Context: an optimization exercise on an open-source flow, tuned for small area, a short achievable clock period and few clock cycles per item. The choices shown serve that exercise and are no tape-out recipe. The RTL was checked by simulation tests, not by an equivalence proof against the original design.

<file path="flow/flow/run.sh">
#!/bin/bash
# The standard layout, with the port buffers taken from buf_1 instead of the
# cell buffer_ports picks by default (a larger, slower delay cell). Timing
# repair still resizes any of them that limit timing.
set -euo pipefail
export BUFFER_PORTS_ARGS="-buffer_cell sky130_fd_sc_hd__buf_1"
bash standard.sh > standard.log 2>&1
</file>
<file path="flow/standard.sh">
#!/bin/bash
# synth_recipe.tcl (not shown) runs the flow's synth.tcl, then flattens the netlist and writes it again
# the make line also repeats each setting of config.mk as NAME=value (left out here)
make -C /OpenROAD-flow-scripts/flow DESIGN_CONFIG=/design/flow/config.mk WORK_HOME=/design/flow/orfs CLKGATE_MAP_FILE= SYNTH_SCRIPT=/design/flow/synth_recipe.tcl "${@:-finish}"
</file>
<file path="flow/config.mk">
export PLATFORM = sky130hd
export DESIGN_NAME = nn_mac_array
export DESIGN_NICKNAME = nn_mac_array
export VERILOG_FILES = /design/flow/design.v
export SDC_FILE = /design/flow/constraint.sdc
export NUM_CORES = 4
export LEC_CHECK = 0
export CAP_MARGIN = 20
export CORE_MARGIN = 2
export CORE_UTILIZATION = 55
export CTS_BUF_LIST = sky130_fd_sc_hd__clkbuf_16
export CTS_CLUSTER_DIAMETER = 70
export CTS_CLUSTER_SIZE = 32
export PLACE_DENSITY = 0.8
export SETUP_SLACK_MARGIN = 4.1
export SLEW_MARGIN = 20
</file>
<file path="flow/constraint.sdc">
create_clock -name core_clock -period 8.0 [get_ports {clk}]
set_input_delay 1.6000 -clock core_clock [delete_from_list [all_inputs] [get_ports {clk}]]
set_output_delay 1.6000 -clock core_clock [all_outputs]
set_load 0.01 [all_outputs]
</file>
<file path="flow/design.v">
module nn_mac_array #(
    parameter int LANES  = 4,
    parameter int DWIDTH = 16,
    parameter int FRAC   = 8,
    parameter int AWIDTH = 40,
    parameter int CWIDTH = 16
) (
    input  logic                    clk,
    input  logic                    rst_n,
    input  logic                    s_valid,
    output logic                    s_ready,
    input  logic                    s_last,
    input  logic [DWIDTH-1:0]       s_x,
    input  logic [LANES*DWIDTH-1:0] s_w,
    input  logic [LANES*DWIDTH-1:0] s_bias,
    input  logic                    relu_en,
    output logic                    m_valid,
    input  logic                    m_ready,
    output logic [LANES*DWIDTH-1:0] m_data,
    output logic [LANES-1:0]        m_ovf,
    output logic [CWIDTH-1:0]       m_count,
    output logic                    busy
);
    localparam logic [AWIDTH-1:0] M0 = 40'h7fffffff;
    localparam logic [AWIDTH-1:0] M1 = 40'h7ffffffd;
    localparam logic [AWIDTH-1:0] K0 = 40'hff80000000;
    localparam logic [AWIDTH-1:0] K1 = 40'h0;
    localparam logic [AWIDTH-1:0] RND = AWIDTH'(1) << (FRAC-1);
    logic s_hs;
    logic rdy_q, rdy2_q;
    assign s_ready = rdy_q | (rdy2_q & m_valid & m_ready);
    assign s_hs    = s_valid & s_ready;
    assign busy    = ~s_ready;
    logic [7:0]              enc_one, enc_two, enc_neg;
    logic [7:0]              x_one, x_two, x_neg;
    logic [7:0]              x_one_n, x_two_n, x_neg_n;
    logic [LANES*DWIDTH-1:0] w0;
    logic [DWIDTH-1:0]       b0 [LANES];
    logic                    bc0 [LANES];
    logic                    v0, l0, relu0;
    always_comb begin
        for (int j = 0; j < 8; j++) begin
            logic lo, mid, hi;
            lo  = (j == 0) ? 1'b0 : s_x[2*j-1];
            mid = s_x[2*j];
            hi  = s_x[2*j+1];
            enc_one[j] = s_hs & (mid ^ lo);
            enc_two[j] = s_hs & ((hi & ~mid & ~lo) | (~hi & mid & lo));
            enc_neg[j] = s_hs & hi;
        end
    end
    always_ff @(posedge clk) begin
        x_one   <= enc_one;
        x_two   <= enc_two;
        x_neg   <= enc_neg;
        x_one_n <= ~enc_one;
        x_two_n <= ~enc_two;
        x_neg_n <= ~enc_neg;
        w0      <= s_w;
        for (int i = 0; i < LANES; i++) begin
            logic [DWIDTH-1:0] bg;
            logic [5:0]        mid;
            bg     = (s_hs & s_last) ? s_bias[i*DWIDTH +: DWIDTH] : '0;
            mid    = {1'b0, bg[10:6]} + {5'b0, enc_neg[7]};
            b0[i]  <= {bg[15:11], mid[4:0], bg[5:0]};
            bc0[i] <= mid[5];
        end
        l0    <= s_last;
        relu0 <= relu_en;
    end
    logic                v1, l1, relu1;
    logic [AWIDTH-1:0]   t0_q [LANES];
    logic [AWIDTH-1:0]   t1_q [LANES];
    for (genvar i = 0; i < LANES; i++) begin : g_tree
        logic [AWIDTH-1:0] t0, t1;
        nn_mac_lane_tree u_tree (
            .one (i[0] ? ~x_one_n : x_one),
            .two (i[0] ? ~x_two_n : x_two),
            .neg (i[0] ? ~x_neg_n : x_neg),
            .w   (w0[i*DWIDTH +: DWIDTH]),
            .b   (b0[i]),
            .bc  (bc0[i]),
            .r0  (t0),
            .r1  (t1)
        );
        always_ff @(posedge clk) begin
            t0_q[i] <= t0;
            t1_q[i] <= t1;
        end
    end
    always_ff @(posedge clk) begin
        l1    <= l0;
        relu1 <= relu0;
    end
    logic                a_fin, a_relu;
    logic [1:0]          a_init_q;
    logic                a_init;
    assign a_init = |a_init_q;
    logic [CWIDTH-1:0]   a_cnt;
    logic [AWIDTH-1:0]   acc_q [LANES];
    logic                fin, out_free, done, relu_f;
    logic [CWIDTH-1:0]   cnt_f;
    logic [AWIDTH-1:0]   sum [LANES];
    logic [LANES-1:0]    all0, all1;
    assign fin      = (v1 & l1) | a_fin;         
    assign out_free = ~m_valid;
    assign done     = fin & out_free;             
    assign relu_f   = v1 ? relu1 : a_relu;
    assign cnt_f    = v1 ? (a_cnt + {{(CWIDTH-1){1'b0}}, ~&a_cnt}) : a_cnt;
    logic [AWIDTH-1:0] add_a [LANES];
    logic [AWIDTH-1:0] add_b [LANES];
    logic [AWIDTH-1:0] add_s [LANES];
    for (genvar i = 0; i < LANES; i++) begin : g_add
        logic [AWIDTH-1:0] y0, y1;
        assign y0       = (t0_q[i] & M0) | K0;
        assign y1       = (t1_q[i] & M1) | K1;
        assign add_a[i] = acc_q[i] ^ y0 ^ y1;
        assign add_b[i] = ((acc_q[i] & y0) | (acc_q[i] & y1) | (y0 & y1)) << 1;
        nn_mac_add u_add (.a(add_a[i]), .b(add_b[i]), .s(add_s[i]));
    end
    always_comb begin
        for (int i = 0; i < LANES; i++) begin
            logic [AWIDTH-1:0] p, q;
            p      = add_a[i];
            q      = add_b[i];
            sum[i] = add_s[i];
            begin
                logic ok0, ok1;
                ok0 = 1'b1;
                ok1 = 1'b1;
                for (int k = FRAC+DWIDTH; k < AWIDTH; k++) begin
                    ok0 &= ~((p[k] ^ q[k]) ^ (p[k-1] | q[k-1]));
                    ok1 &=  ((p[k] ^ q[k]) ^ (p[k-1] & q[k-1]));
                end
                all0[i] = ok0 & ~sum[i][FRAC+DWIDTH-1];
                all1[i] = ok1 &  sum[i][FRAC+DWIDTH-1];
            end
        end
    end
    always_ff @(posedge clk) begin
        a_relu <= relu_f;
        a_cnt  <= (done | a_init) ? '0 : cnt_f;
        for (int i = 0; i < LANES; i++)
            acc_q[i] <= (done | a_init) ? RND : sum[i];
    end
    always_ff @(posedge clk) begin
        if (done) begin
            m_count <= cnt_f;
            for (int i = 0; i < LANES; i++) begin
                logic ovf, neg;
                logic [DWIDTH-1:0] r;
                ovf = ~(all0[i] | all1[i]);
                neg = sum[i][AWIDTH-1];
                r   = ovf ? {neg, {(DWIDTH-1){~neg}}} : sum[i][FRAC +: DWIDTH];
                if (relu_f && r[DWIDTH-1]) r = '0;
                m_data[i*DWIDTH +: DWIDTH] <= r;
                m_ovf[i] <= ovf;
            end
        end
    end
    logic       a_fin_d, m_valid_d;
    logic [2:0] closed_d;
    assign a_fin_d   = fin & ~out_free;
    assign m_valid_d = done | (m_valid & ~m_ready);
    assign closed_d  = {2'b0, s_hs & s_last} + {2'b0, v0 & l0} + {2'b0, a_fin_d} + {2'b0, m_valid_d};
    always_ff @(posedge clk or negedge rst_n) begin
        if (!rst_n) begin
            rdy_q   <= 1'b0;
            rdy2_q  <= 1'b0;
            v0      <= 1'b0;
            v1      <= 1'b0;
            a_fin   <= 1'b0;
            a_init_q <= 2'b11;
            m_valid <= 1'b0;
        end else begin
            rdy_q   <= (closed_d <= 3'd1);
            rdy2_q  <= (closed_d == 3'd2);
            v0      <= s_hs;
            v1      <= v0;
            a_fin   <= a_fin_d;
            a_init_q <= {a_init_q[0], 1'b0};
            m_valid <= m_valid_d;
        end
    end
endmodule
module nn_mac_lane_tree (
    input  logic [7:0]  one, two, neg,
    input  logic [15:0] w,
    input  logic [15:0] b,
    input  logic        bc,
    output logic [39:0] r0, r1
);
    wire pp1 = (one[0] & w[0]) ^ neg[0];
    wire pp2 = ((one[0] & w[1]) | (two[0] & w[0])) ^ neg[0];
    wire pp3 = ((one[0] & w[2]) | (two[0] & w[1])) ^ neg[0];
    wire pp4 = ((one[0] & w[3]) | (two[0] & w[2])) ^ neg[0];
    wire pp5 = ((one[0] & w[4]) | (two[0] & w[3])) ^ neg[0];
    wire pp6 = ((one[0] & w[5]) | (two[0] & w[4])) ^ neg[0];
    wire pp7 = ((one[0] & w[6]) | (two[0] & w[5])) ^ neg[0];
    wire pp8 = ((one[0] & w[7]) | (two[0] & w[6])) ^ neg[0];
    wire pp9 = ((one[0] & w[8]) | (two[0] & w[7])) ^ neg[0];
    wire pp10 = ((one[0] & w[9]) | (two[0] & w[8])) ^ neg[0];
    wire pp11 = ((one[0] & w[10]) | (two[0] & w[9])) ^ neg[0];
    wire pp12 = ((one[0] & w[11]) | (two[0] & w[10])) ^ neg[0];
    wire pp13 = ((one[0] & w[12]) | (two[0] & w[11])) ^ neg[0];
    wire pp14 = ((one[0] & w[13]) | (two[0] & w[12])) ^ neg[0];
    wire pp15 = ((one[0] & w[14]) | (two[0] & w[13])) ^ neg[0];
    wire pp16 = ((one[0] & w[15]) | (two[0] & w[14])) ^ neg[0];
    wire pp17 = ((one[0] | two[0]) & w[15]) ^ neg[0];
    wire pn18 = ~pp17;
    wire pp19 = (one[1] & w[0]) ^ neg[1];
    wire pp20 = ((one[1] & w[1]) | (two[1] & w[0])) ^ neg[1];
    wire pp21 = ((one[1] & w[2]) | (two[1] & w[1])) ^ neg[1];
    wire pp22 = ((one[1] & w[3]) | (two[1] & w[2])) ^ neg[1];
    wire pp23 = ((one[1] & w[4]) | (two[1] & w[3])) ^ neg[1];
    wire pp24 = ((one[1] & w[5]) | (two[1] & w[4])) ^ neg[1];
    wire pp25 = ((one[1] & w[6]) | (two[1] & w[5])) ^ neg[1];
    wire pp26 = ((one[1] & w[7]) | (two[1] & w[6])) ^ neg[1];
    wire pp27 = ((one[1] & w[8]) | (two[1] & w[7])) ^ neg[1];
    wire pp28 = ((one[1] & w[9]) | (two[1] & w[8])) ^ neg[1];
    wire pp29 = ((one[1] & w[10]) | (two[1] & w[9])) ^ neg[1];
    wire pp30 = ((one[1] & w[11]) | (two[1] & w[10])) ^ neg[1];
    wire pp31 = ((one[1] & w[12]) | (two[1] & w[11])) ^ neg[1];
    wire pp32 = ((one[1] & w[13]) | (two[1] & w[12])) ^ neg[1];
    wire pp33 = ((one[1] & w[14]) | (two[1] & w[13])) ^ neg[1];
    wire pp34 = ((one[1] & w[15]) | (two[1] & w[14])) ^ neg[1];
    wire pp35 = ~(((one[1] | two[1]) & w[15]) ^ neg[1]);
    wire pp36 = (one[2] & w[0]) ^ neg[2];
    wire pp37 = ((one[2] & w[1]) | (two[2] & w[0])) ^ neg[2];
    wire pp38 = ((one[2] & w[2]) | (two[2] & w[1])) ^ neg[2];
    wire pp39 = ((one[2] & w[3]) | (two[2] & w[2])) ^ neg[2];
    wire pp40 = ((one[2] & w[4]) | (two[2] & w[3])) ^ neg[2];
    wire pp41 = ((one[2] & w[5]) | (two[2] & w[4])) ^ neg[2];
    wire pp42 = ((one[2] & w[6]) | (two[2] & w[5])) ^ neg[2];
    wire pp43 = ((one[2] & w[7]) | (two[2] & w[6])) ^ neg[2];
    wire pp44 = ((one[2] & w[8]) | (two[2] & w[7])) ^ neg[2];
    wire pp45 = ((one[2] & w[9]) | (two[2] & w[8])) ^ neg[2];
    wire pp46 = ((one[2] & w[10]) | (two[2] & w[9])) ^ neg[2];
    wire pp47 = ((one[2] & w[11]) | (two[2] & w[10])) ^ neg[2];
    wire pp48 = ((one[2] & w[12]) | (two[2] & w[11])) ^ neg[2];
    wire pp49 = ((one[2] & w[13]) | (two[2] & w[12])) ^ neg[2];
    wire pp50 = ((one[2] & w[14]) | (two[2] & w[13])) ^ neg[2];
    wire pp51 = ((one[2] & w[15]) | (two[2] & w[14])) ^ neg[2];
    wire pp52 = ~(((one[2] | two[2]) & w[15]) ^ neg[2]);
    wire pp53 = (one[3] & w[0]) ^ neg[3];
    wire pp54 = ((one[3] & w[1]) | (two[3] & w[0])) ^ neg[3];
    wire pp55 = ((one[3] & w[2]) | (two[3] & w[1])) ^ neg[3];
    wire pp56 = ((one[3] & w[3]) | (two[3] & w[2])) ^ neg[3];
    wire pp57 = ((one[3] & w[4]) | (two[3] & w[3])) ^ neg[3];
    wire pp58 = ((one[3] & w[5]) | (two[3] & w[4])) ^ neg[3];
    wire pp59 = ((one[3] & w[6]) | (two[3] & w[5])) ^ neg[3];
    wire pp60 = ((one[3] & w[7]) | (two[3] & w[6])) ^ neg[3];
    wire pp61 = ((one[3] & w[8]) | (two[3] & w[7])) ^ neg[3];
    wire pp62 = ((one[3] & w[9]) | (two[3] & w[8])) ^ neg[3];
    wire pp63 = ((one[3] & w[10]) | (two[3] & w[9])) ^ neg[3];
    wire pp64 = ((one[3] & w[11]) | (two[3] & w[10])) ^ neg[3];
    wire pp65 = ((one[3] & w[12]) | (two[3] & w[11])) ^ neg[3];
    wire pp66 = ((one[3] & w[13]) | (two[3] & w[12])) ^ neg[3];
    wire pp67 = ((one[3] & w[14]) | (two[3] & w[13])) ^ neg[3];
    wire pp68 = ((one[3] & w[15]) | (two[3] & w[14])) ^ neg[3];
    wire pp69 = ~(((one[3] | two[3]) & w[15]) ^ neg[3]);
    wire pp70 = (one[4] & w[0]) ^ neg[4];
    wire pp71 = ((one[4] & w[1]) | (two[4] & w[0])) ^ neg[4];
    wire pp72 = ((one[4] & w[2]) | (two[4] & w[1])) ^ neg[4];
    wire pp73 = ((one[4] & w[3]) | (two[4] & w[2])) ^ neg[4];
    wire pp74 = ((one[4] & w[4]) | (two[4] & w[3])) ^ neg[4];
    wire pp75 = ((one[4] & w[5]) | (two[4] & w[4])) ^ neg[4];
    wire pp76 = ((one[4] & w[6]) | (two[4] & w[5])) ^ neg[4];
    wire pp77 = ((one[4] & w[7]) | (two[4] & w[6])) ^ neg[4];
    wire pp78 = ((one[4] & w[8]) | (two[4] & w[7])) ^ neg[4];
    wire pp79 = ((one[4] & w[9]) | (two[4] & w[8])) ^ neg[4];
    wire pp80 = ((one[4] & w[10]) | (two[4] & w[9])) ^ neg[4];
    wire pp81 = ((one[4] & w[11]) | (two[4] & w[10])) ^ neg[4];
    wire pp82 = ((one[4] & w[12]) | (two[4] & w[11])) ^ neg[4];
    wire pp83 = ((one[4] & w[13]) | (two[4] & w[12])) ^ neg[4];
    wire pp84 = ((one[4] & w[14]) | (two[4] & w[13])) ^ neg[4];
    wire pp85 = ((one[4] & w[15]) | (two[4] & w[14])) ^ neg[4];
    wire pp86 = ~(((one[4] | two[4]) & w[15]) ^ neg[4]);
    wire pp87 = (one[5] & w[0]) ^ neg[5];
    wire pp88 = ((one[5] & w[1]) | (two[5] & w[0])) ^ neg[5];
    wire pp89 = ((one[5] & w[2]) | (two[5] & w[1])) ^ neg[5];
    wire pp90 = ((one[5] & w[3]) | (two[5] & w[2])) ^ neg[5];
    wire pp91 = ((one[5] & w[4]) | (two[5] & w[3])) ^ neg[5];
    wire pp92 = ((one[5] & w[5]) | (two[5] & w[4])) ^ neg[5];
    wire pp93 = ((one[5] & w[6]) | (two[5] & w[5])) ^ neg[5];
    wire pp94 = ((one[5] & w[7]) | (two[5] & w[6])) ^ neg[5];
    wire pp95 = ((one[5] & w[8]) | (two[5] & w[7])) ^ neg[5];
    wire pp96 = ((one[5] & w[9]) | (two[5] & w[8])) ^ neg[5];
    wire pp97 = ((one[5] & w[10]) | (two[5] & w[9])) ^ neg[5];
    wire pp98 = ((one[5] & w[11]) | (two[5] & w[10])) ^ neg[5];
    wire pp99 = ((one[5] & w[12]) | (two[5] & w[11])) ^ neg[5];
    wire pp100 = ((one[5] & w[13]) | (two[5] & w[12])) ^ neg[5];
    wire pp101 = ((one[5] & w[14]) | (two[5] & w[13])) ^ neg[5];
    wire pp102 = ((one[5] & w[15]) | (two[5] & w[14])) ^ neg[5];
    wire pp103 = ~(((one[5] | two[5]) & w[15]) ^ neg[5]);
    wire pp104 = (one[6] & w[0]) ^ neg[6];
    wire pp105 = ((one[6] & w[1]) | (two[6] & w[0])) ^ neg[6];
    wire pp106 = ((one[6] & w[2]) | (two[6] & w[1])) ^ neg[6];
    wire pp107 = ((one[6] & w[3]) | (two[6] & w[2])) ^ neg[6];
    wire pp108 = ((one[6] & w[4]) | (two[6] & w[3])) ^ neg[6];
    wire pp109 = ((one[6] & w[5]) | (two[6] & w[4])) ^ neg[6];
    wire pp110 = ((one[6] & w[6]) | (two[6] & w[5])) ^ neg[6];
    wire pp111 = ((one[6] & w[7]) | (two[6] & w[6])) ^ neg[6];
    wire pp112 = ((one[6] & w[8]) | (two[6] & w[7])) ^ neg[6];
    wire pp113 = ((one[6] & w[9]) | (two[6] & w[8])) ^ neg[6];
    wire pp114 = ((one[6] & w[10]) | (two[6] & w[9])) ^ neg[6];
    wire pp115 = ((one[6] & w[11]) | (two[6] & w[10])) ^ neg[6];
    wire pp116 = ((one[6] & w[12]) | (two[6] & w[11])) ^ neg[6];
    wire pp117 = ((one[6] & w[13]) | (two[6] & w[12])) ^ neg[6];
    wire pp118 = ((one[6] & w[14]) | (two[6] & w[13])) ^ neg[6];
    wire pp119 = ((one[6] & w[15]) | (two[6] & w[14])) ^ neg[6];
    wire pp120 = ~(((one[6] | two[6]) & w[15]) ^ neg[6]);
    wire pp121 = (one[7] & w[0]) ^ neg[7];
    wire pp122 = ((one[7] & w[1]) | (two[7] & w[0])) ^ neg[7];
    wire pp123 = ((one[7] & w[2]) | (two[7] & w[1])) ^ neg[7];
    wire pp124 = ((one[7] & w[3]) | (two[7] & w[2])) ^ neg[7];
    wire pp125 = ((one[7] & w[4]) | (two[7] & w[3])) ^ neg[7];
    wire pp126 = ((one[7] & w[5]) | (two[7] & w[4])) ^ neg[7];
    wire pp127 = ((one[7] & w[6]) | (two[7] & w[5])) ^ neg[7];
    wire pp128 = ((one[7] & w[7]) | (two[7] & w[6])) ^ neg[7];
    wire pp129 = ((one[7] & w[8]) | (two[7] & w[7])) ^ neg[7];
    wire pp130 = ((one[7] & w[9]) | (two[7] & w[8])) ^ neg[7];
    wire pp131 = ((one[7] & w[10]) | (two[7] & w[9])) ^ neg[7];
    wire pp132 = ((one[7] & w[11]) | (two[7] & w[10])) ^ neg[7];
    wire pp133 = ((one[7] & w[12]) | (two[7] & w[11])) ^ neg[7];
    wire pp134 = ((one[7] & w[13]) | (two[7] & w[12])) ^ neg[7];
    wire pp135 = ((one[7] & w[14]) | (two[7] & w[13])) ^ neg[7];
    wire pp136 = ((one[7] & w[15]) | (two[7] & w[14])) ^ neg[7];
    wire pp137 = ~(((one[7] | two[7]) & w[15]) ^ neg[7]);
    wire bn138 = ~b[15];
    wire hs139 = pp9 ^ pp25;
    wire hc140 = pp9 & pp25;
    wire hs141 = pp10 ^ pp26;
    wire hc142 = pp10 & pp26;
    wire ft143 = pp11 ^ pp27;
    wire fs144 = ft143 ^ pp42;
    wire fc145 = (pp11 & pp27) | (ft143 & pp42);
    wire hs146 = pp57 ^ pp72;
    wire hc147 = pp57 & pp72;
    wire ft148 = pp12 ^ pp28;
    wire fs149 = ft148 ^ pp43;
    wire fc150 = (pp12 & pp28) | (ft148 & pp43);
    wire hs151 = pp58 ^ pp73;
    wire hc152 = pp58 & pp73;
    wire ft153 = pp13 ^ pp29;
    wire fs154 = ft153 ^ pp44;
    wire fc155 = (pp13 & pp29) | (ft153 & pp44);
    wire ft156 = pp59 ^ pp74;
    wire fs157 = ft156 ^ pp89;
    wire fc158 = (pp59 & pp74) | (ft156 & pp89);
    wire hs159 = pp104 ^ neg[6];
    wire hc160 = pp104 & neg[6];
    wire ft161 = pp14 ^ pp30;
    wire fs162 = ft161 ^ pp45;
    wire fc163 = (pp14 & pp30) | (ft161 & pp45);
    wire ft164 = pp60 ^ pp75;
    wire fs165 = ft164 ^ pp90;
    wire fc166 = (pp60 & pp75) | (ft164 & pp90);
    wire hs167 = pp105 ^ b[5];
    wire hc168 = pp105 & b[5];
    wire ft169 = pp15 ^ pp31;
    wire fs170 = ft169 ^ pp46;
    wire fc171 = (pp15 & pp31) | (ft169 & pp46);
    wire ft172 = pp61 ^ pp76;
    wire fs173 = ft172 ^ pp91;
    wire fc174 = (pp61 & pp76) | (ft172 & pp91);
    wire ft175 = pp106 ^ pp121;
    wire fs176 = ft175 ^ b[6];
    wire fc177 = (pp106 & pp121) | (ft175 & b[6]);
    wire ft178 = pp16 ^ pp32;
    wire fs179 = ft178 ^ pp47;
    wire fc180 = (pp16 & pp32) | (ft178 & pp47);
    wire ft181 = pp62 ^ pp77;
    wire fs182 = ft181 ^ pp92;
    wire fc183 = (pp62 & pp77) | (ft181 & pp92);
    wire ft184 = pp107 ^ pp122;
    wire fs185 = ft184 ^ b[7];
    wire fc186 = (pp107 & pp122) | (ft184 & b[7]);
    wire ft187 = pp17 ^ pp33;
    wire fs188 = ft187 ^ pp48;
    wire fc189 = (pp17 & pp33) | (ft187 & pp48);
    wire ft190 = pp63 ^ pp78;
    wire fs191 = ft190 ^ pp93;
    wire fc192 = (pp63 & pp78) | (ft190 & pp93);
    wire ft193 = pp108 ^ pp123;
    wire fs194 = ft193 ^ b[8];
    wire fc195 = (pp108 & pp123) | (ft193 & b[8]);
    wire ft196 = pp17 ^ pp34;
    wire fs197 = ft196 ^ pp49;
    wire fc198 = (pp17 & pp34) | (ft196 & pp49);
    wire ft199 = pp64 ^ pp79;
    wire fs200 = ft199 ^ pp94;
    wire fc201 = (pp64 & pp79) | (ft199 & pp94);
    wire ft202 = pp109 ^ pp124;
    wire fs203 = ft202 ^ b[9];
    wire fc204 = (pp109 & pp124) | (ft202 & b[9]);
    wire ft205 = pn18 ^ pp35;
    wire fs206 = ft205 ^ pp50;
    wire fc207 = (pn18 & pp35) | (ft205 & pp50);
    wire ft208 = pp65 ^ pp80;
    wire fs209 = ft208 ^ pp95;
    wire fc210 = (pp65 & pp80) | (ft208 & pp95);
    wire ft211 = pp110 ^ pp125;
    wire fs212 = ft211 ^ b[10];
    wire fc213 = (pp110 & pp125) | (ft211 & b[10]);
    wire ft214 = pp51 ^ pp66;
    wire fs215 = ft214 ^ pp81;
    wire fc216 = (pp51 & pp66) | (ft214 & pp81);
    wire ft217 = pp96 ^ pp111;
    wire fs218 = ft217 ^ pp126;
    wire fc219 = (pp96 & pp111) | (ft217 & pp126);
    wire fs220 = ~(b[11] ^ bc);
    wire fc221 = b[11] | bc;
    wire ft222 = pp52 ^ pp67;
    wire fs223 = ft222 ^ pp82;
    wire fc224 = (pp52 & pp67) | (ft222 & pp82);
    wire ft225 = pp97 ^ pp112;
    wire fs226 = ft225 ^ pp127;
    wire fc227 = (pp97 & pp112) | (ft225 & pp127);
    wire ft228 = pp68 ^ pp83;
    wire fs229 = ft228 ^ pp98;
    wire fc230 = (pp68 & pp83) | (ft228 & pp98);
    wire hs231 = pp113 ^ pp128;
    wire hc232 = pp113 & pp128;
    wire ft233 = pp69 ^ pp84;
    wire fs234 = ft233 ^ pp99;
    wire fc235 = (pp69 & pp84) | (ft233 & pp99);
    wire hs236 = pp7 ^ pp23;
    wire hc237 = pp7 & pp23;
    wire hs238 = pp8 ^ pp24;
    wire hc239 = pp8 & pp24;
    wire ft240 = hs139 ^ pp40;
    wire fs241 = ft240 ^ pp55;
    wire fc242 = (hs139 & pp40) | (ft240 & pp55);
    wire hs243 = pp70 ^ neg[4];
    wire hc244 = pp70 & neg[4];
    wire ft245 = hs141 ^ pp41;
    wire fs246 = ft245 ^ pp56;
    wire fc247 = (hs141 & pp41) | (ft245 & pp56);
    wire ft248 = pp71 ^ b[1];
    wire fs249 = ft248 ^ hc140;
    wire fc250 = (pp71 & b[1]) | (ft248 & hc140);
    wire ft251 = fs144 ^ hs146;
    wire fs252 = ft251 ^ pp87;
    wire fc253 = (fs144 & hs146) | (ft251 & pp87);
    wire ft254 = neg[5] ^ b[2];
    wire fs255 = ft254 ^ hc142;
    wire fc256 = (neg[5] & b[2]) | (ft254 & hc142);
    wire ft257 = fs149 ^ hs151;
    wire fs258 = ft257 ^ pp88;
    wire fc259 = (fs149 & hs151) | (ft257 & pp88);
    wire ft260 = b[3] ^ fc145;
    wire fs261 = ft260 ^ hc147;
    wire fc262 = (b[3] & fc145) | (ft260 & hc147);
    wire ft263 = fs154 ^ fs157;
    wire fs264 = ft263 ^ hs159;
    wire fc265 = (fs154 & fs157) | (ft263 & hs159);
    wire ft266 = b[4] ^ fc150;
    wire fs267 = ft266 ^ hc152;
    wire fc268 = (b[4] & fc150) | (ft266 & hc152);
    wire ft269 = fs162 ^ fs165;
    wire fs270 = ft269 ^ hs167;
    wire fc271 = (fs162 & fs165) | (ft269 & hs167);
    wire ft272 = fc155 ^ fc158;
    wire fs273 = ft272 ^ hc160;
    wire fc274 = (fc155 & fc158) | (ft272 & hc160);
    wire ft275 = fs170 ^ fs173;
    wire fs276 = ft275 ^ fs176;
    wire fc277 = (fs170 & fs173) | (ft275 & fs176);
    wire ft278 = fc163 ^ fc166;
    wire fs279 = ft278 ^ hc168;
    wire fc280 = (fc163 & fc166) | (ft278 & hc168);
    wire ft281 = fs179 ^ fs182;
    wire fs282 = ft281 ^ fs185;
    wire fc283 = (fs179 & fs182) | (ft281 & fs185);
    wire ft284 = fc171 ^ fc174;
    wire fs285 = ft284 ^ fc177;
    wire fc286 = (fc171 & fc174) | (ft284 & fc177);
    wire ft287 = fs188 ^ fs191;
    wire fs288 = ft287 ^ fs194;
    wire fc289 = (fs188 & fs191) | (ft287 & fs194);
    wire ft290 = fc180 ^ fc183;
    wire fs291 = ft290 ^ fc186;
    wire fc292 = (fc180 & fc183) | (ft290 & fc186);
    wire ft293 = fs197 ^ fs200;
    wire fs294 = ft293 ^ fs203;
    wire fc295 = (fs197 & fs200) | (ft293 & fs203);
    wire ft296 = fc189 ^ fc192;
    wire fs297 = ft296 ^ fc195;
    wire fc298 = (fc189 & fc192) | (ft296 & fc195);
    wire ft299 = fs206 ^ fs209;
    wire fs300 = ft299 ^ fs212;
    wire fc301 = (fs206 & fs209) | (ft299 & fs212);
    wire ft302 = fc198 ^ fc201;
    wire fs303 = ft302 ^ fc204;
    wire fc304 = (fc198 & fc201) | (ft302 & fc204);
    wire ft305 = fs215 ^ fs218;
    wire fs306 = ft305 ^ fs220;
    wire fc307 = (fs215 & fs218) | (ft305 & fs220);
    wire ft308 = fc207 ^ fc210;
    wire fs309 = ft308 ^ fc213;
    wire fc310 = (fc207 & fc210) | (ft308 & fc213);
    wire ft311 = fs223 ^ fs226;
    wire fs312 = ft311 ^ b[12];
    wire fc313 = (fs223 & fs226) | (ft311 & b[12]);
    wire ft314 = fc216 ^ fc219;
    wire fs315 = ft314 ^ fc221;
    wire fc316 = (fc216 & fc219) | (ft314 & fc221);
    wire ft317 = fs229 ^ hs231;
    wire fs318 = ft317 ^ b[13];
    wire fc319 = (fs229 & hs231) | (ft317 & b[13]);
    wire fs320 = ~(fc224 ^ fc227);
    wire fc321 = fc224 | fc227;
    wire ft322 = fs234 ^ pp114;
    wire fs323 = ft322 ^ pp129;
    wire fc324 = (fs234 & pp114) | (ft322 & pp129);
    wire ft325 = b[14] ^ fc230;
    wire fs326 = ft325 ^ hc232;
    wire fc327 = (b[14] & fc230) | (ft325 & hc232);
    wire ft328 = pp85 ^ pp100;
    wire fs329 = ft328 ^ pp115;
    wire fc330 = (pp85 & pp100) | (ft328 & pp115);
    wire ft331 = pp130 ^ bn138;
    wire fs332 = ft331 ^ fc235;
    wire fc333 = (pp130 & bn138) | (ft331 & fc235);
    wire ft334 = pp86 ^ pp101;
    wire fs335 = ft334 ^ pp116;
    wire fc336 = (pp86 & pp101) | (ft334 & pp116);
    wire hs337 = pp102 ^ pp117;
    wire hc338 = pp102 & pp117;
    wire hs339 = pp5 ^ pp21;
    wire hc340 = pp5 & pp21;
    wire hs341 = pp6 ^ pp22;
    wire hc342 = pp6 & pp22;
    wire ft343 = hs236 ^ pp38;
    wire fs344 = ft343 ^ pp53;
    wire fc345 = (hs236 & pp38) | (ft343 & pp53);
    wire ft346 = hs238 ^ pp39;
    wire fs347 = ft346 ^ pp54;
    wire fc348 = (hs238 & pp39) | (ft346 & pp54);
    wire ft349 = fs241 ^ hs243;
    wire fs350 = ft349 ^ b[0];
    wire fc351 = (fs241 & hs243) | (ft349 & b[0]);
    wire ft352 = fs246 ^ fs249;
    wire fs353 = ft352 ^ fc242;
    wire fc354 = (fs246 & fs249) | (ft352 & fc242);
    wire ft355 = fs252 ^ fs255;
    wire fs356 = ft355 ^ fc247;
    wire fc357 = (fs252 & fs255) | (ft355 & fc247);
    wire ft358 = fs258 ^ fs261;
    wire fs359 = ft358 ^ fc253;
    wire fc360 = (fs258 & fs261) | (ft358 & fc253);
    wire ft361 = fs264 ^ fs267;
    wire fs362 = ft361 ^ fc259;
    wire fc363 = (fs264 & fs267) | (ft361 & fc259);
    wire ft364 = fs270 ^ fs273;
    wire fs365 = ft364 ^ fc265;
    wire fc366 = (fs270 & fs273) | (ft364 & fc265);
    wire ft367 = fs276 ^ fs279;
    wire fs368 = ft367 ^ fc271;
    wire fc369 = (fs276 & fs279) | (ft367 & fc271);
    wire ft370 = fs282 ^ fs285;
    wire fs371 = ft370 ^ fc277;
    wire fc372 = (fs282 & fs285) | (ft370 & fc277);
    wire ft373 = fs288 ^ fs291;
    wire fs374 = ft373 ^ fc283;
    wire fc375 = (fs288 & fs291) | (ft373 & fc283);
    wire ft376 = fs294 ^ fs297;
    wire fs377 = ft376 ^ fc289;
    wire fc378 = (fs294 & fs297) | (ft376 & fc289);
    wire ft379 = fs300 ^ fs303;
    wire fs380 = ft379 ^ fc295;
    wire fc381 = (fs300 & fs303) | (ft379 & fc295);
    wire ft382 = fs306 ^ fs309;
    wire fs383 = ft382 ^ fc301;
    wire fc384 = (fs306 & fs309) | (ft382 & fc301);
    wire ft385 = fs312 ^ fs315;
    wire fs386 = ft385 ^ fc307;
    wire fc387 = (fs312 & fs315) | (ft385 & fc307);
    wire ft388 = fs318 ^ fs320;
    wire fs389 = ft388 ^ fc313;
    wire fc390 = (fs318 & fs320) | (ft388 & fc313);
    wire ft391 = fs323 ^ fs326;
    wire fs392 = ft391 ^ fc319;
    wire fc393 = (fs323 & fs326) | (ft391 & fc319);
    wire ft394 = fs329 ^ fs332;
    wire fs395 = ft394 ^ fc324;
    wire fc396 = (fs329 & fs332) | (ft394 & fc324);
    wire ft397 = fs335 ^ pp131;
    wire fs398 = ft397 ^ fc330;
    wire fc399 = (fs335 & pp131) | (ft397 & fc330);
    wire ft400 = hs337 ^ pp132;
    wire fs401 = ft400 ^ fc336;
    wire fc402 = (hs337 & pp132) | (ft400 & fc336);
    wire ft403 = pp103 ^ pp118;
    wire fs404 = ft403 ^ pp133;
    wire fc405 = (pp103 & pp118) | (ft403 & pp133);
    wire hs406 = pp119 ^ pp134;
    wire hc407 = pp119 & pp134;
    wire hs408 = pp3 ^ pp19;
    wire hc409 = pp3 & pp19;
    wire hs410 = pp4 ^ pp20;
    wire hc411 = pp4 & pp20;
    wire ft412 = hs339 ^ pp36;
    wire fs413 = ft412 ^ neg[2];
    wire fc414 = (hs339 & pp36) | (ft412 & neg[2]);
    wire ft415 = hs341 ^ pp37;
    wire fs416 = ft415 ^ hc340;
    wire fc417 = (hs341 & pp37) | (ft415 & hc340);
    wire ft418 = fs344 ^ neg[3];
    wire fs419 = ft418 ^ hc342;
    wire fc420 = (fs344 & neg[3]) | (ft418 & hc342);
    wire ft421 = fs347 ^ hc237;
    wire fs422 = ft421 ^ fc345;
    wire fc423 = (fs347 & hc237) | (ft421 & fc345);
    wire ft424 = fs350 ^ hc239;
    wire fs425 = ft424 ^ fc348;
    wire fc426 = (fs350 & hc239) | (ft424 & fc348);
    wire ft427 = fs353 ^ hc244;
    wire fs428 = ft427 ^ fc351;
    wire fc429 = (fs353 & hc244) | (ft427 & fc351);
    wire ft430 = fs356 ^ fc250;
    wire fs431 = ft430 ^ fc354;
    wire fc432 = (fs356 & fc250) | (ft430 & fc354);
    wire ft433 = fs359 ^ fc256;
    wire fs434 = ft433 ^ fc357;
    wire fc435 = (fs359 & fc256) | (ft433 & fc357);
    wire ft436 = fs362 ^ fc262;
    wire fs437 = ft436 ^ fc360;
    wire fc438 = (fs362 & fc262) | (ft436 & fc360);
    wire ft439 = fs365 ^ fc268;
    wire fs440 = ft439 ^ fc363;
    wire fc441 = (fs365 & fc268) | (ft439 & fc363);
    wire ft442 = fs368 ^ fc274;
    wire fs443 = ft442 ^ fc366;
    wire fc444 = (fs368 & fc274) | (ft442 & fc366);
    wire ft445 = fs371 ^ fc280;
    wire fs446 = ft445 ^ fc369;
    wire fc447 = (fs371 & fc280) | (ft445 & fc369);
    wire ft448 = fs374 ^ fc286;
    wire fs449 = ft448 ^ fc372;
    wire fc450 = (fs374 & fc286) | (ft448 & fc372);
    wire ft451 = fs377 ^ fc292;
    wire fs452 = ft451 ^ fc375;
    wire fc453 = (fs377 & fc292) | (ft451 & fc375);
    wire ft454 = fs380 ^ fc298;
    wire fs455 = ft454 ^ fc378;
    wire fc456 = (fs380 & fc298) | (ft454 & fc378);
    wire ft457 = fs383 ^ fc304;
    wire fs458 = ft457 ^ fc381;
    wire fc459 = (fs383 & fc304) | (ft457 & fc381);
    wire ft460 = fs386 ^ fc310;
    wire fs461 = ft460 ^ fc384;
    wire fc462 = (fs386 & fc310) | (ft460 & fc384);
    wire ft463 = fs389 ^ fc316;
    wire fs464 = ft463 ^ fc387;
    wire fc465 = (fs389 & fc316) | (ft463 & fc387);
    wire ft466 = fs392 ^ fc321;
    wire fs467 = ft466 ^ fc390;
    wire fc468 = (fs392 & fc321) | (ft466 & fc390);
    wire ft469 = fs395 ^ fc327;
    wire fs470 = ft469 ^ fc393;
    wire fc471 = (fs395 & fc327) | (ft469 & fc393);
    wire ft472 = fs398 ^ fc333;
    wire fs473 = ft472 ^ fc396;
    wire fc474 = (fs398 & fc333) | (ft472 & fc396);
    wire fs475 = ~(fs401 ^ fc399);
    wire fc476 = fs401 | fc399;
    wire ft477 = fs404 ^ hc338;
    wire fs478 = ft477 ^ fc402;
    wire fc479 = (fs404 & hc338) | (ft477 & fc402);
    wire fs480 = ~(hs406 ^ fc405);
    wire fc481 = hs406 | fc405;
    wire ft482 = pp120 ^ pp135;
    wire fs483 = ft482 ^ hc407;
    wire fc484 = (pp120 & pp135) | (ft482 & hc407);
    wire fn485 = ~pp136;
    assign r0[0] = pp1;
    assign r0[1] = pp2;
    assign r0[2] = hs408;
    assign r0[3] = hs410;
    assign r0[4] = fs413;
    assign r0[5] = fs416;
    assign r0[6] = fs419;
    assign r0[7] = fs422;
    assign r0[8] = fs425;
    assign r0[9] = fs428;
    assign r0[10] = fs431;
    assign r0[11] = fs434;
    assign r0[12] = fs437;
    assign r0[13] = fs440;
    assign r0[14] = fs443;
    assign r0[15] = fs446;
    assign r0[16] = fs449;
    assign r0[17] = fs452;
    assign r0[18] = fs455;
    assign r0[19] = fs458;
    assign r0[20] = fs461;
    assign r0[21] = fs464;
    assign r0[22] = fs467;
    assign r0[23] = fs470;
    assign r0[24] = fs473;
    assign r0[25] = fs475;
    assign r0[26] = fs478;
    assign r0[27] = fs480;
    assign r0[28] = fs483;
    assign r0[29] = fn485;
    assign r0[30] = pp137;
    assign r0[31] = 1'b1;
    assign r0[32] = 1'b1;
    assign r0[33] = 1'b1;
    assign r0[34] = 1'b1;
    assign r0[35] = 1'b1;
    assign r0[36] = 1'b1;
    assign r0[37] = 1'b1;
    assign r0[38] = 1'b1;
    assign r0[39] = 1'b1;
    assign r1[0] = neg[0];
    assign r1[1] = 1'b0;
    assign r1[2] = neg[1];
    assign r1[3] = hc409;
    assign r1[4] = hc411;
    assign r1[5] = fc414;
    assign r1[6] = fc417;
    assign r1[7] = fc420;
    assign r1[8] = fc423;
    assign r1[9] = fc426;
    assign r1[10] = fc429;
    assign r1[11] = fc432;
    assign r1[12] = fc435;
    assign r1[13] = fc438;
    assign r1[14] = fc441;
    assign r1[15] = fc444;
    assign r1[16] = fc447;
    assign r1[17] = fc450;
    assign r1[18] = fc453;
    assign r1[19] = fc456;
    assign r1[20] = fc459;
    assign r1[21] = fc462;
    assign r1[22] = fc465;
    assign r1[23] = fc468;
    assign r1[24] = fc471;
    assign r1[25] = fc474;
    assign r1[26] = fc476;
    assign r1[27] = fc479;
    assign r1[28] = fc481;
    assign r1[29] = fc484;
    assign r1[30] = pp136;
    assign r1[31] = 1'b0;
    assign r1[32] = 1'b0;
    assign r1[33] = 1'b0;
    assign r1[34] = 1'b0;
    assign r1[35] = 1'b0;
    assign r1[36] = 1'b0;
    assign r1[37] = 1'b0;
    assign r1[38] = 1'b0;
    assign r1[39] = 1'b0;
endmodule
module nn_mac_add (
    input  logic [39:0] a, b,
    output logic [39:0] s
);
    logic [39:0] g0, p0;
    assign g0 = a & b;
    assign p0 = a ^ b;
    wire g1_1 = g0[1] | (p0[1] & g0[0]);
    wire g1_3 = g0[3] | (p0[3] & g0[2]);
    wire p1_3 = p0[3] & p0[2];
    wire g1_5 = g0[5] | (p0[5] & g0[4]);
    wire p1_5 = p0[5] & p0[4];
    wire g1_7 = g0[7] | (p0[7] & g0[6]);
    wire p1_7 = p0[7] & p0[6];
    wire g1_9 = g0[9] | (p0[9] & g0[8]);
    wire p1_9 = p0[9] & p0[8];
    wire g1_11 = g0[11] | (p0[11] & g0[10]);
    wire p1_11 = p0[11] & p0[10];
    wire g1_13 = g0[13] | (p0[13] & g0[12]);
    wire p1_13 = p0[13] & p0[12];
    wire g1_15 = g0[15] | (p0[15] & g0[14]);
    wire p1_15 = p0[15] & p0[14];
    wire g1_17 = g0[17] | (p0[17] & g0[16]);
    wire p1_17 = p0[17] & p0[16];
    wire g1_19 = g0[19] | (p0[19] & g0[18]);
    wire p1_19 = p0[19] & p0[18];
    wire g1_21 = g0[21] | (p0[21] & g0[20]);
    wire p1_21 = p0[21] & p0[20];
    wire g1_23 = g0[23] | (p0[23] & g0[22]);
    wire p1_23 = p0[23] & p0[22];
    wire g1_25 = g0[25] | (p0[25] & g0[24]);
    wire p1_25 = p0[25] & p0[24];
    wire g1_27 = g0[27] | (p0[27] & g0[26]);
    wire p1_27 = p0[27] & p0[26];
    wire g1_29 = g0[29] | (p0[29] & g0[28]);
    wire p1_29 = p0[29] & p0[28];
    wire g1_31 = g0[31] | (p0[31] & g0[30]);
    wire p1_31 = p0[31] & p0[30];
    wire g1_33 = g0[33] | (p0[33] & g0[32]);
    wire p1_33 = p0[33] & p0[32];
    wire g1_35 = g0[35] | (p0[35] & g0[34]);
    wire p1_35 = p0[35] & p0[34];
    wire g1_37 = g0[37] | (p0[37] & g0[36]);
    wire p1_37 = p0[37] & p0[36];
    wire g1_39 = g0[39] | (p0[39] & g0[38]);
    wire p1_39 = p0[39] & p0[38];
    wire g2_2 = g0[2] | (p0[2] & g1_1);
    wire g2_3 = g1_3 | (p1_3 & g1_1);
    wire g2_6 = g0[6] | (p0[6] & g1_5);
    wire p2_6 = p0[6] & p1_5;
    wire g2_7 = g1_7 | (p1_7 & g1_5);
    wire p2_7 = p1_7 & p1_5;
    wire g2_10 = g0[10] | (p0[10] & g1_9);
    wire p2_10 = p0[10] & p1_9;
    wire g2_11 = g1_11 | (p1_11 & g1_9);
    wire p2_11 = p1_11 & p1_9;
    wire g2_14 = g0[14] | (p0[14] & g1_13);
    wire p2_14 = p0[14] & p1_13;
    wire g2_15 = g1_15 | (p1_15 & g1_13);
    wire p2_15 = p1_15 & p1_13;
    wire g2_18 = g0[18] | (p0[18] & g1_17);
    wire p2_18 = p0[18] & p1_17;
    wire g2_19 = g1_19 | (p1_19 & g1_17);
    wire p2_19 = p1_19 & p1_17;
    wire g2_22 = g0[22] | (p0[22] & g1_21);
    wire p2_22 = p0[22] & p1_21;
    wire g2_23 = g1_23 | (p1_23 & g1_21);
    wire p2_23 = p1_23 & p1_21;
    wire g2_26 = g0[26] | (p0[26] & g1_25);
    wire p2_26 = p0[26] & p1_25;
    wire g2_27 = g1_27 | (p1_27 & g1_25);
    wire p2_27 = p1_27 & p1_25;
    wire g2_30 = g0[30] | (p0[30] & g1_29);
    wire p2_30 = p0[30] & p1_29;
    wire g2_31 = g1_31 | (p1_31 & g1_29);
    wire p2_31 = p1_31 & p1_29;
    wire g2_34 = g0[34] | (p0[34] & g1_33);
    wire p2_34 = p0[34] & p1_33;
    wire g2_35 = g1_35 | (p1_35 & g1_33);
    wire p2_35 = p1_35 & p1_33;
    wire g2_38 = g0[38] | (p0[38] & g1_37);
    wire p2_38 = p0[38] & p1_37;
    wire g2_39 = g1_39 | (p1_39 & g1_37);
    wire p2_39 = p1_39 & p1_37;
    wire g3_4 = g0[4] | (p0[4] & g2_3);
    wire g3_5 = g1_5 | (p1_5 & g2_3);
    wire g3_6 = g2_6 | (p2_6 & g2_3);
    wire g3_7 = g2_7 | (p2_7 & g2_3);
    wire g3_12 = g0[12] | (p0[12] & g2_11);
    wire p3_12 = p0[12] & p2_11;
    wire g3_13 = g1_13 | (p1_13 & g2_11);
    wire p3_13 = p1_13 & p2_11;
    wire g3_14 = g2_14 | (p2_14 & g2_11);
    wire p3_14 = p2_14 & p2_11;
    wire g3_15 = g2_15 | (p2_15 & g2_11);
    wire p3_15 = p2_15 & p2_11;
    wire g3_20 = g0[20] | (p0[20] & g2_19);
    wire p3_20 = p0[20] & p2_19;
    wire g3_21 = g1_21 | (p1_21 & g2_19);
    wire p3_21 = p1_21 & p2_19;
    wire g3_22 = g2_22 | (p2_22 & g2_19);
    wire p3_22 = p2_22 & p2_19;
    wire g3_23 = g2_23 | (p2_23 & g2_19);
    wire p3_23 = p2_23 & p2_19;
    wire g3_28 = g0[28] | (p0[28] & g2_27);
    wire p3_28 = p0[28] & p2_27;
    wire g3_29 = g1_29 | (p1_29 & g2_27);
    wire p3_29 = p1_29 & p2_27;
    wire g3_30 = g2_30 | (p2_30 & g2_27);
    wire p3_30 = p2_30 & p2_27;
    wire g3_31 = g2_31 | (p2_31 & g2_27);
    wire p3_31 = p2_31 & p2_27;
    wire g3_36 = g0[36] | (p0[36] & g2_35);
    wire p3_36 = p0[36] & p2_35;
    wire g3_37 = g1_37 | (p1_37 & g2_35);
    wire p3_37 = p1_37 & p2_35;
    wire g3_38 = g2_38 | (p2_38 & g2_35);
    wire p3_38 = p2_38 & p2_35;
    wire g3_39 = g2_39 | (p2_39 & g2_35);
    wire p3_39 = p2_39 & p2_35;
    wire g4_8 = g0[8] | (p0[8] & g3_7);
    wire g4_9 = g1_9 | (p1_9 & g3_7);
    wire g4_10 = g2_10 | (p2_10 & g3_7);
    wire g4_11 = g2_11 | (p2_11 & g3_7);
    wire g4_12 = g3_12 | (p3_12 & g3_7);
    wire g4_13 = g3_13 | (p3_13 & g3_7);
    wire g4_14 = g3_14 | (p3_14 & g3_7);
    wire g4_15 = g3_15 | (p3_15 & g3_7);
    wire g4_24 = g0[24] | (p0[24] & g3_23);
    wire p4_24 = p0[24] & p3_23;
    wire g4_25 = g1_25 | (p1_25 & g3_23);
    wire p4_25 = p1_25 & p3_23;
    wire g4_26 = g2_26 | (p2_26 & g3_23);
    wire p4_26 = p2_26 & p3_23;
    wire g4_27 = g2_27 | (p2_27 & g3_23);
    wire p4_27 = p2_27 & p3_23;
    wire g4_28 = g3_28 | (p3_28 & g3_23);
    wire p4_28 = p3_28 & p3_23;
    wire g4_29 = g3_29 | (p3_29 & g3_23);
    wire p4_29 = p3_29 & p3_23;
    wire g4_30 = g3_30 | (p3_30 & g3_23);
    wire p4_30 = p3_30 & p3_23;
    wire g4_31 = g3_31 | (p3_31 & g3_23);
    wire p4_31 = p3_31 & p3_23;
    wire g5_16 = g0[16] | (p0[16] & g4_15);
    wire g5_17 = g1_17 | (p1_17 & g4_15);
    wire g5_18 = g2_18 | (p2_18 & g4_15);
    wire g5_19 = g2_19 | (p2_19 & g4_15);
    wire g5_20 = g3_20 | (p3_20 & g4_15);
    wire g5_21 = g3_21 | (p3_21 & g4_15);
    wire g5_22 = g3_22 | (p3_22 & g4_15);
    wire g5_23 = g3_23 | (p3_23 & g4_15);
    wire g5_24 = g4_24 | (p4_24 & g4_15);
    wire g5_25 = g4_25 | (p4_25 & g4_15);
    wire g5_26 = g4_26 | (p4_26 & g4_15);
    wire g5_27 = g4_27 | (p4_27 & g4_15);
    wire g5_28 = g4_28 | (p4_28 & g4_15);
    wire g5_29 = g4_29 | (p4_29 & g4_15);
    wire g5_30 = g4_30 | (p4_30 & g4_15);
    wire g5_31 = g4_31 | (p4_31 & g4_15);
    wire g6_32 = g0[32] | (p0[32] & g5_31);
    wire g6_33 = g1_33 | (p1_33 & g5_31);
    wire g6_34 = g2_34 | (p2_34 & g5_31);
    wire g6_35 = g2_35 | (p2_35 & g5_31);
    wire g6_36 = g3_36 | (p3_36 & g5_31);
    wire g6_37 = g3_37 | (p3_37 & g5_31);
    wire g6_38 = g3_38 | (p3_38 & g5_31);
    wire g6_39 = g3_39 | (p3_39 & g5_31);
    assign s = p0 ^ {g6_38, g6_37, g6_36, g6_35, g6_34, g6_33, g6_32, g5_31, g5_30, g5_29, g5_28, g5_27, g5_26, g5_25, g5_24, g5_23, g5_22, g5_21, g5_20, g5_19, g5_18, g5_17, g5_16, g4_15, g4_14, g4_13, g4_12, g4_11, g4_10, g4_9, g4_8, g3_7, g3_6, g3_5, g3_4, g2_3, g2_2, g1_1, g0[0], 1'b0};
endmodule
</file>
==> flow_summary.json, run 1 <==
{
  "holdPathStages": 0,
  "place_congestion": 0.912,
  "busiest_layer": "met2",
  "synth_edf_count": 84,
  "crit_required_ps": 8460,
  "drive_above_1_share_pct": 5.82,
  "finalCritPeriodShare_pct": 48.0,
  "numCtsBuffers": 45,
  "clockBufferDepth": 3,
  "grt_max_degree": 56,
  "slew_viol_final": 0,
  "grt_use_met1_pct": 37.5,
  "setup_tns_ps": 0,
  "synthToLayoutAreaGrowth_pct": 8.42,
  "status": "timing/DRC/antenna clean",
  "nets": 5843,
  "syn_avg_cell_area_um2": 10.3,
  "ant_nets": 0,
  "cts_tree": "done",
  "rows": 109,
  "viasPerCell": 5.89,
  "worstMarginPinSlew_ps": 962,
  "path_max_fanout": 4,
  "use_met2_pct": 44.4,
  "post_drt_wl_per_cell_um": 21.5,
  "path_class": "reg -> reg",
  "ys_types": 78,
  "synth_ff_type": "dfxtp_1",
  "synthesis.area_um2": 49200,
  "initial_core_util_pct": 55.6,
  "synth.net_count": 5804,
  "async_reset_ff_share_pct": 1.15,
  "synth_seq_area_share_pct": 30.0,
  "hold_buffers": 0,
  "end_kind": "flip-flop",
  "design.core.area_um2": 88500,
  "use_met3_pct": 7.22,
  "clockRootBuffer": "clkbuf_16",
  "drc": 0,
  "die_h_um": 303,
  "dr.first_iter.drc_count": 3520,
  "hold_class": "reg -> reg",
  "max_freq_mhz": 260,
  "syn_inst": 4770,
  "hpwl_um": 89000,
  "via_count": 35418,
  "track_usage_pct": 28.4,
  "rsz0062_at_grt": "true",
  "grt_overflow": 0,
  "r2r_cells": 14,
  "cp.arrival_ps": 4310,
  "relSlewSlack_pct": 35.8,
  "antenna_found_initial": 9,
  "final_cell_area_um2": 53300,
  "numPortBuffers": 236,
  "die_x_um": 303,
  "clock_sinks": 693,
  "cts_htree_levels": 2,
  "ios": 237,
  "dpl-instance-area_um2": 50800,
  "cts.clk_slew.worst_paths_ps": 110,
  "finalHoldViolations": 0,
  "skew_ps": 46.9,
  "first_global_vias": 37615,
  "finalWirelength_um": 130000,
  "drt_pre_antenna_iters": 7,
  "die_area_um2": 91800,
  "grt_pass1_wl_um": 204000,
  "max-cap-violations": 0,
  "min_period_ps": 3840,
  "clk_latency_ps": 660,
  "synth_seq_cells": 693,
  "yosysWarnings": 18,
  "start_kind": "flip-flop",
  "setup-violations-final": 0
}
layout make-up:
cell class / count / area [um^2]
antenna: 2 / 5.00
clock buffer: 48 / 1200
clock inverter: 36 / 659
fill: 7024 / 35200
inverter: 639 / 2420
multi-input combinational: 3119 / 31300
sequential: 693 / 14800
tap: 1165 / 1460
timing repair buffer: 311 / 1490
logic make-up after synthesis:
kind of cell               Yosys count  synth area share (%)
AOI/OAI and AO/OA                  799                  10.9
xor gates and xnor gates           790                  14.1
muxes                                7                 0.155
DFF                                693                  30.0
other                                1               0.00762
adders and majority gates          884                  31.2
and+or+nand+nor                    635                  6.24
buffers and inverters              961                  7.38
worst paths after layout:
path | from | to | slack [ps]
setup / recovery | g_add[3].y0[24]$_DFF_P_ | m_data[63]$_SDFFCE_PP0P_ | 4160
hold / removal | relu0$_DFF_P_ | relu1$_DFF_P_ | 340
setup reg to reg | g_add[3].y0[24]$_DFF_P_ | m_data[63]$_SDFFCE_PP0P_ | 4160
hold reg to reg | relu0$_DFF_P_ | relu1$_DFF_P_ | 340
max in group asynchronous | rst_n | a_init_q[0]$_DFF_PN1_ | 6800
min in group asynchronous | rst_n | v0$_DFF_PN0_ | 830
routing by layer:
| metal | vias up | part of all wire [%] | routed length, um |
|---|---|---|---|
| met1 | 17356 | 40 | 51300 |
| met2 | 2039 | 45 | 57900 |
| met5 | - | 0.059 | 77 |
| li1 | 15512 | - | - |
| met4 | 12 | 4.5 | 5770 |
| met3 | 499 | 11 | 14500 |
state kept, by name, indices dropped and copies added, names as in the netlist, 16 cells and up:
register  flops
m_count      16
acc_q       160
b0           64
a_cnt        16
m_data       64
g_add.y0    124
g_add.y1    116
w0           64
repair_timing:
action / CTS / global route
pin swaps: 5 / 22
resized for setup: 42 / 56
gates cloned: 1 / 2
setup endpoints to repair: 140 / 89
buffers inserted: 12 / 9
per-stage QoR:
step | worst slack, ps | util, % | hold slack (ps) | std cells
finish | 4160 | 60.3 | 343 | 6013
global route | 4010 | 60.2 | 349 | 6011
CTS | 4060 | 59.8 | 345 | 6000
detailed placement | 2790 | 57.3 | 319 | 5903
global placement | 2850 | 57.3 | 311 | 5903
floorplan | 4180 | - | 310 | 4770
synthesized netlist by cell type (19+ instances only):
cell,instances,area (um^2)
dfxtp_1,601,12000
nand2_1,146,548
nand4_1,30,188
ha_1,311,3890
and2_1,89,557
a21o_1,30,225
nor4_1,19,119
nor3_1,34,170
clkbuf_1,271,1020
o21ai_0,102,510
o22ai_1,241,1510
a22oi_1,242,1820
fa_1,573,11500
buf_1,44,165
edfxtp_1,84,2520
a21oi_1,68,340
inv_1,633,2380
xor2_1,312,2730
nand3_1,26,130
nor2_1,208,781
xnor2_1,477,4180
layout by cell type, fill, tap and decap left out, types with 18 or more instances in the layout:
cell type | synthesis | final
inv_1 | 633 | 632
dfxtp_1 | 601 | 582
fa_1 | 573 | 573
xnor2_1 | 477 | 474
xor2_1 | 312 | 312
ha_1 | 311 | 308
a22oi_1 | 242 | 241
o22ai_1 | 241 | 240
buf_1 | 44 | 236
nor2_1 | 208 | 207
nand2_1 | 146 | 144
o21ai_0 | 102 | 93
and2_1 | 89 | 88
edfxtp_1 | 84 | 84
buf_4 | 1 | 71
a21oi_1 | 68 | 59
clkbuf_16 | 0 | 48
nor3_1 | 34 | 33
nand4_1 | 30 | 30
a21o_1 | 30 | 29
nand3_1 | 26 | 26
nor4_1 | 19 | 18
worst max-delay path, cell delays in order, from the launching register on:
cell       delay [ps]
dfxtp_1           330
fa_1              500
ha_1              240
fa_1              450
a31o_2            270
a31oi_1           160
o21bai_1          120
a2bb2oi_1         190
o211a_4           220
o22ai_2           110
a311oi_2          330
xnor2_2           110
buf_4             180
buf_4             150
a211oi_4          270
Testbench counts, summed over its fixed seeds: cycles 13,779, items 1,600.
==> run 2, diff against run 1 <==
--- a/flow/config.mk
+++ b/flow/config.mk
@@ -14,3 +14,3 @@
 export PLACE_DENSITY = 0.8
-export SETUP_SLACK_MARGIN = 4.1
+export SETUP_SLACK_MARGIN = 4.3
 export SLEW_MARGIN = 20
==> run 2 against run 1 <==
Still clean on timing, DRC and antenna. Synthesized area is the same. Via count is essentially flat. Wire length about the same. Global-route usage down 0.061 points. Die area stayed put. Maximum frequency grew 2.4%. Largest cell class unchanged.
==> flow_summary.json, run 2 <==
{
  "skew_ps": 48.2,
  "path_buf_inv": 1,
  "clockRootBuffer": "clkbuf_16",
  "max-cap-violations": 0,
  "ant_nets": 0,
  "syn_avg_cell_area_um2": 10.3,
  "synth_common_cells": "633 x inv_1, 601 x dfxtp_1, 573 x fa_1",
  "crit_start": "acc_q[0][11]$_SDFF_PP0_",
  "cts_tree": "done",
  "viasPerCell": 5.87,
  "regToRegStartpoint": "acc_q[0][11]$_SDFF_PP0_",
  "status": "timing/DRC/antenna clean",
  "post_drt_wl_per_cell_um": 21.5,
  "slew_viol_final": 0,
  "slowest_delay_ps": 590,
  "synth_edf_count": 84,
  "cp_top_family": "compound AO/OA/AOI/OAI gates",
  "cts_htree_levels": 2,
  "finalCritPeriodShare_pct": 46.9,
  "design.core.area_um2": 88500,
  "synthesis.area_um2": 49200,
  "final_cell_area_um2": 53700,
  "rows": 109,
  "via_count": 35416,
  "hold_class": "reg -> reg",
  "async_reset_ff_share_pct": 1.15,
  "final.setup.worst_slack_ps": 4250,
  "grt_overflow": 0,
  "drc": 0,
  "antenna_found_initial": 8,
  "end_kind": "flip-flop",
  "dpl-instance-area_um2": 50700,
  "rsz0062_at_grt": "true",
  "hold_buffers": 0,
  "fillerInstances": 7022,
  "path_class": "reg -> reg",
  "holdPathStages": 0,
  "hpwl_um": 89300,
  "layout_commonest_cell": "inv_1",
  "netlist.area_leader.share_pct": 24.5,
  "r2r_cells": 13,
  "place_congestion": 0.914,
  "synth_ff_type": "dfxtp_1",
  "synth_seq_area_share_pct": 30.0,
  "finalHoldViolations": 0,
  "yosys-top-cells-area": "dfxtp_1 24%, fa_1 23%, xnor2_1 8.5%, ha_1 7.9%, xor2_1 5.6%",
  "first_global_vias": 37355,
  "die_x_um": 303,
  "min_from": "relu0$_DFF_P_",
  "start_kind": "flip-flop",
  "nets": 5863,
  "min_period_ps": 3750,
  "dr.first_iter.drc_count": 3331,
  "synth_seq_cells": 693,
  "ios": 237,
  "track_usage_pct": 28.3,
  "yosysWarnings": 18,
  "worstHoldEndpoint": "relu1$_DFF_P_",
  "drive_above_1_share_pct": 7.38,
  "post-place-ws_ps": 2890,
  "yosysTopAreaCell": "dfxtp_1",
  "cp.arrival_ps": 4200,
  "clk_latency_ps": 650,
  "cts.clk_slew.worst_paths_ps": 110,
  "relSlewSlack_pct": 30.3,
  "die_area_um2": 91800,
  "worstPathCellList": "fa_1 -> ha_4 -> a21o_1 -> o21bai_4 -> a221o_1 -> a41o_2 -> a21o_1 -> a21oi_4 -> xor2_4 -> nor4b_4 -> a21oi_4 -> buf_12 -> o21ai_0",
  "largest_reg_flops": 160,
  "dp_cells": 5901,
  "finalWirelength_um": 130000,
  "drt_pre_antenna_iters": 6,
  "grt_pass1_wl_um": 204000,
  "clockBufferDepth": 3,
  "layout_common_cells": "623 x inv_1, 569 x fa_1, 565 x dfxtp_1",
  "path_max_fanout": 7,
  "syn_inst": 4770,
  "worstMarginPinSlew_ps": 1050,
  "initial_core_util_pct": 55.6,
  "numCtsBuffers": 43,
  "crit_required_ps": 8450,
  "numPortBuffers": 236,
  "die_h_um": 303,
  "synthToLayoutAreaGrowth_pct": 9.26,
  "grt_max_degree": 68,
  "synth.most_common_cell": "inv_1",
  "setup_tns_ps": 0,
  "max_freq_mhz": 267,
  "setup-violations-final": 0,
  "layout.cells.non_filler": 6031,
  "synth.net_count": 5804,
  "largest-register": "acc_q",
  "slowest_stage": "fa_1",
  "clock_sinks": 693,
  "ys_types": 78,
  "reg2reg_slack_ps": 4250,
  "timing.rr.end": "m_data[0]$_SDFFCE_PP0P_"
}
[run 2: cells by family (layout without fill, tap and decap cells)]
| family | after synthesis | count (layout) | synth area share, % |
|---|---|---|---|
| multiplexers | 7 | 7 | 0.155 |
| adder cells (fa/ha/maj) | 884 | 884 | 31.2 |
| AO/OA/AOI/OAI | 799 | 800 | 10.9 |
| AND/OR/NAND/NOR | 635 | 637 | 6.24 |
| flip-flops | 693 | 693 | 30.0 |
| other | 1 | 4 | 0.00762 |
| XOR/XNOR | 790 | 790 | 14.1 |
| buffers and inverters | 961 | 1051 | 7.38 |
[run 2: timing repair]
action,in CTS,in global routing
cloned,4,0
setup endpoints to repair,246,108
resized for setup,87,114
setup buffers,17,27
pin swaps,36,46
[run 2: how the worst max path moves through the flow]
| stage | end | slack [ps] | cells past startpoint |
|---|---|---|---|
| floorplan | g_add[2].y0[12]$_DFF_P_ | 4340 | 10 |
| global placement | b0[0][10]$_DFF_P_ | 3010 | 11 |
| detailed placement | b0[0][10]$_DFF_P_ | 2890 | 11 |
| CTS | m_data[0]$_SDFFCE_PP0P_ | 4230 | 13 |
| global route | m_data[5]$_SDFFCE_PP0P_ | 4160 | 14 |
| finish | m_data[0]$_SDFFCE_PP0P_ | 4250 | 13 |
[run 2: cell type report]
type	count	area, um^2	share of cell area, %
clock buffers	45	1130	2.10
repair buffers	333	1790	3.34
inverters	639	2460	4.59
flip-flops and latches	693	14800	27.6
diodes	3	7.51	0.0140
clock inverters	34	557	1.04
multi-input cells	3119	31500	58.6
well taps	1165	1460	2.71
[run 2: routing by layer]
layer	track usage (%)	wire, um
met5	0	48
met4	12.8	5950
met2	44.3	58800
met3	6.88	13800
met1	37.3	51000
[run 2: stage by stage]
step	hold WS, ps	util, %
3_3_place_gp	316	57.3
4_1_cts	344	60.0
6_report	341	60.7
5_1_grt	347	60.7
2_1_floorplan	310	-
3_5_place_dp	315	57.3

## what the ideal ports hide
The results above use ideal ports. As a check the final layouts listed here were re-extracted and re-timed, cells and wires unchanged. Step 1 sets driving cells, clkbuf_16 on the clock port and buf_2 on the other inputs (assumed; they add their load-dependent delay and slew). Step 2 times the ports against the registers' clock, not the clock port: input delays grow and output delays shrink by t, the midpoint of the rising clock arrivals with the driver on. Slacks: ideal / step 1 / step 2; pairs: ideal / step 1.
run	t, ns	setup WS [ns]	latest minus earliest clock arrival (ns)	worst data-port slew with drivers (ns)	cell pins on the clock port's net
run 1	0.701	4.159 / 4.159 / 3.651	0.057 / 0.058	0.11	1
run 2	0.704	4.250 / 4.250 / 4.015	0.053 / 0.054	0.11	1
After both steps setup and hold are still met in every run listed. For run 1, which loses most, drivers alone change the setup slack by 0.000 ns; drivers and shift together by -0.508 ns.
